Context: an optimization exercise on an open-source flow, tuned for small area, a short achievable clock period and few clock cycles per item. The choices shown serve that exercise and are no tape-out recipe. Where RTL was checked, it was by simulation tests only, not by an equivalence proof against the original.

## pow_stream
module pow_stream #(
  parameter int DATA_W = 32,
  parameter int EXP_W  = 3,
  parameter int ID_W   = 1
) (
  input  logic              clk,
  input  logic              aresetn,
  input  logic              s_tvalid,
  output logic              s_tready,
  input  logic [DATA_W-1:0] s_tdata,
  input  logic [EXP_W-1:0]  s_texp,
  input  logic [ID_W-1:0]   s_tid,
  input  logic              s_tlast,
  output logic              m_tvalid,
  input  logic              m_tready,
  output logic [DATA_W-1:0] m_tdata,
  output logic [ID_W-1:0]   m_tid,
  output logic              m_tlast,
  output logic              m_tovf
);
  logic              r_busy;
  logic [1:0]        r_ops;     
  logic [2:0]        r_sel;     
  logic [DATA_W-1:0] r_p;       
  logic [DATA_W-1:0] r_q;       
  logic [DATA_W-1:0] r_x;       
  logic [ID_W-1:0]   r_id;
  logic              r_last;
  logic              o_v;
  logic [DATA_W-1:0] o_data;
  logic [ID_W-1:0]   o_id;
  logic              o_last;
  logic              w_out_free;
  logic              w_done;
  logic              w_step;
  logic              w_take;
  logic [DATA_W-1:0] w_prod;
  logic [1:0]        w_ops;
  logic [2:0]        w_sel;
  logic [DATA_W-1:0] mm_a, mm_b, mm_y;
  logic mm_n0;
  logic mm_n1;
  logic mm_n2;
  logic mm_n3;
  logic mm_n4;
  logic mm_n5;
  logic mm_n6;
  logic mm_n7;
  logic mm_n8;
  logic mm_n9;
  logic mm_n10;
  logic mm_n11;
  logic mm_n12;
  logic mm_n13;
  logic mm_n14;
  logic mm_n15;
  logic mm_n16;
  logic mm_n17;
  logic mm_n18;
  logic mm_n19;
  logic mm_n20;
  logic mm_n21;
  logic mm_n22;
  logic mm_n23;
  logic mm_n24;
  logic mm_n25;
  logic mm_n26;
  logic mm_n27;
  logic mm_n28;
  logic mm_n29;
  logic mm_n30;
  logic mm_n31;
  logic mm_n32;
  logic mm_n33;
  logic mm_n34;
  logic mm_n35;
  logic mm_n36;
  logic mm_n37;
  logic mm_n38;
  logic mm_n39;
  logic mm_n40;
  logic mm_n41;
  logic mm_n42;
  logic mm_n43;
  logic mm_n44;
  logic mm_n45;
  logic mm_n46;
  logic mm_n47;
  logic mm_n48;
  logic mm_n49;
  logic mm_n50;
  logic mm_n51;
  logic mm_n52;
  logic mm_n53;
  logic mm_n54;
  logic mm_n55;
  logic mm_n56;
  logic mm_n57;
  logic mm_n58;
  logic mm_n59;
  logic mm_n60;
  logic mm_n61;
  logic mm_n62;
  logic mm_n63;
  logic mm_n64;
  logic mm_n65;
  logic mm_n66;
  logic mm_n67;
  logic mm_n68;
  logic mm_n69;
  logic mm_n70;
  ...
For scale: ~1,900 cells after synthesis, ~78 I/O pins.
clock: 7.6 ns
lec_check: 0
cap_margin: 20
core_margin: 2
core_utilization: 40
setup_slack_margin: 1.0
slew_margin: 20
tns_end_percent: 0
run.sh (not shown) runs the stock make flow with config.mk's settings and CLKGATE_MAP_FILE= SYNTH_SCRIPT=/design/flow/synth_recipe.tcl, a recipe that flattens the netlist after the stock synthesis.
Then changed:
--- a/flow/design.v
+++ b/flow/design.v
@@ -17,29 +17,28 @@
   output logic [ID_W-1:0]   m_tid,
   output logic              m_tlast,
   output logic              m_tovf
 );
   logic              r_busy;
   logic [1:0]        r_ops;     
-  logic [2:0]        r_sel;     
-  logic [DATA_W-1:0] r_p;       
-  logic [DATA_W-1:0] r_q;       
-  logic [DATA_W-1:0] r_x;       
+  logic [3:0]        r_sel;     
+  logic [DATA_W-1:0] r_p;
+  logic [DATA_W-1:0] r_x;
   logic [ID_W-1:0]   r_id;
   logic              r_last;
   logic              o_v;
   logic [DATA_W-1:0] o_data;
   logic [ID_W-1:0]   o_id;
   logic              o_last;
   logic              w_out_free;
   logic              w_done;
   logic              w_step;
   logic              w_take;
   logic [DATA_W-1:0] w_prod;
   logic [1:0]        w_ops;
-  logic [2:0]        w_sel;
+  logic [3:0]        w_sel;
   logic [DATA_W-1:0] mm_a, mm_b, mm_y;
   logic mm_n0;
   logic mm_n1;
   logic mm_n2;
   logic mm_n3;
   logic mm_n4;
@@ -2698,23 +2697,24 @@
   assign mm_y = {mm_n1326, mm_n1325, mm_n1324, mm_n1323, mm_n1322, mm_n1321, mm_n1320, mm_n1319, mm_n1318, mm_n1317, mm_n1316, mm_n1315, mm_n1314, mm_n1313, mm_n1312, mm_n1311, mm_n1310, mm_n1309, mm_n1308, mm_n1307, mm_n1306, mm_n1305, mm_n1304, mm_n1303, mm_n1302, mm_n1301, mm_n1300, mm_n1299, mm_n1298, mm_n1297, mm_n1296, mm_n1104};
   assign w_out_free = ~o_v | m_tready;
   assign w_done     = r_busy & (r_ops == 2'd0) & w_out_free;
   assign w_step     = r_busy & (r_ops != 2'd0);
   assign w_take     = s_tvalid & s_tready;
   assign s_tready   = aresetn & (~r_busy | w_done);
-  assign mm_a = r_q;
-  assign mm_b = r_p;
+  assign mm_a   = r_sel[0] ? r_x : r_p;
+  assign mm_b   = r_p;
   assign w_prod = mm_y;
   always_comb begin
     case (s_texp)
-      3'd3:    begin w_ops = 2'd1; w_sel = 3'b001; end
-      3'd4:    begin w_ops = 2'd1; w_sel = 3'b000; end
-      3'd5:    begin w_ops = 2'd2; w_sel = 3'b010; end
-      3'd6:    begin w_ops = 2'd2; w_sel = 3'b001; end
-      3'd7:    begin w_ops = 2'd3; w_sel = 3'b101; end
-      default: begin w_ops = 2'd0; w_sel = 3'b000; end
+      3'd2:    begin w_ops = 2'd0; w_sel = 4'b0000; end
+      3'd3:    begin w_ops = 2'd1; w_sel = 4'b0010; end
+      3'd4:    begin w_ops = 2'd1; w_sel = 4'b0000; end
+      3'd5:    begin w_ops = 2'd2; w_sel = 4'b0100; end
+      3'd6:    begin w_ops = 2'd2; w_sel = 4'b0010; end
+      3'd7:    begin w_ops = 2'd3; w_sel = 4'b1010; end
+      default: begin w_ops = 2'd0; w_sel = 4'b0001; end
     endcase
   end
   always_ff @(posedge clk or negedge aresetn) begin
     if (!aresetn) begin
       r_busy <= 1'b0;
       o_v    <= 1'b0;
@@ -2727,21 +2727,19 @@
   end
   always_ff @(posedge clk) begin
     if (w_take) begin
       r_ops  <= w_ops;
       r_sel  <= w_sel;
       r_p    <= (s_texp == 3'd0) ? DATA_W'(1) : s_tdata;
-      r_q    <= (s_texp <= 3'd1) ? DATA_W'(1) : s_tdata;
-      r_x    <= s_tdata;
+      r_x    <= (s_texp[2:1] == 2'd0) ? DATA_W'(1) : s_tdata;
       r_id   <= s_tid;
       r_last <= s_tlast;
     end else if (w_step) begin
       r_ops  <= r_ops - 2'd1;
-      r_sel  <= {1'b0, r_sel[2:1]};
+      r_sel  <= {1'b0, r_sel[3:1]};
       r_p    <= w_prod;
-      r_q    <= r_sel[0] ? r_x : w_prod;
     end
     if (w_done) begin
       o_data <= w_prod;
       o_id   <= r_id;
       o_last <= r_last;
     end
- design area shrinks by 3.8%
- global-route usage grows by 3.2 points
- via count is higher by 0.58%
- critical path depth came out higher by 4
- worst setup slack got worse by 0.11 ns
- die area went down by 4.4%
- first-iteration DRC count rose by 24%
Testbench counts after the change, summed over its fixed seeds: cycles 16,916, items 8,000.
The RTL of the first run of this note was laid out without a check of its function.

what the ideal ports hide:
The results above use ideal ports. As a check the final layouts listed here were re-extracted and re-timed, cells and wires unchanged.
Step 1, drivers: a clkbuf_16 drives clk and a buf_2 each remaining input, both assumed.
Step 2, shift: input delay + t, output delay - t, t = (earliest + latest rising clock arrival at the registers) / 2. This alone moves slack from input paths to output paths.
Three values: ideal ports, drivers, drivers and shift; two values: the first two.
run | shift t [ns] | setup WS [ns] | slew at the worst register clock pin (ns)
the first run | 0.487 | 1.065 / 1.065 / 1.065 | 0.06 / 0.06
the second run | 0.446 | 0.959 / 0.959 / 0.959 | 0.08 / 0.08
After both steps every run listed still meets setup and hold.
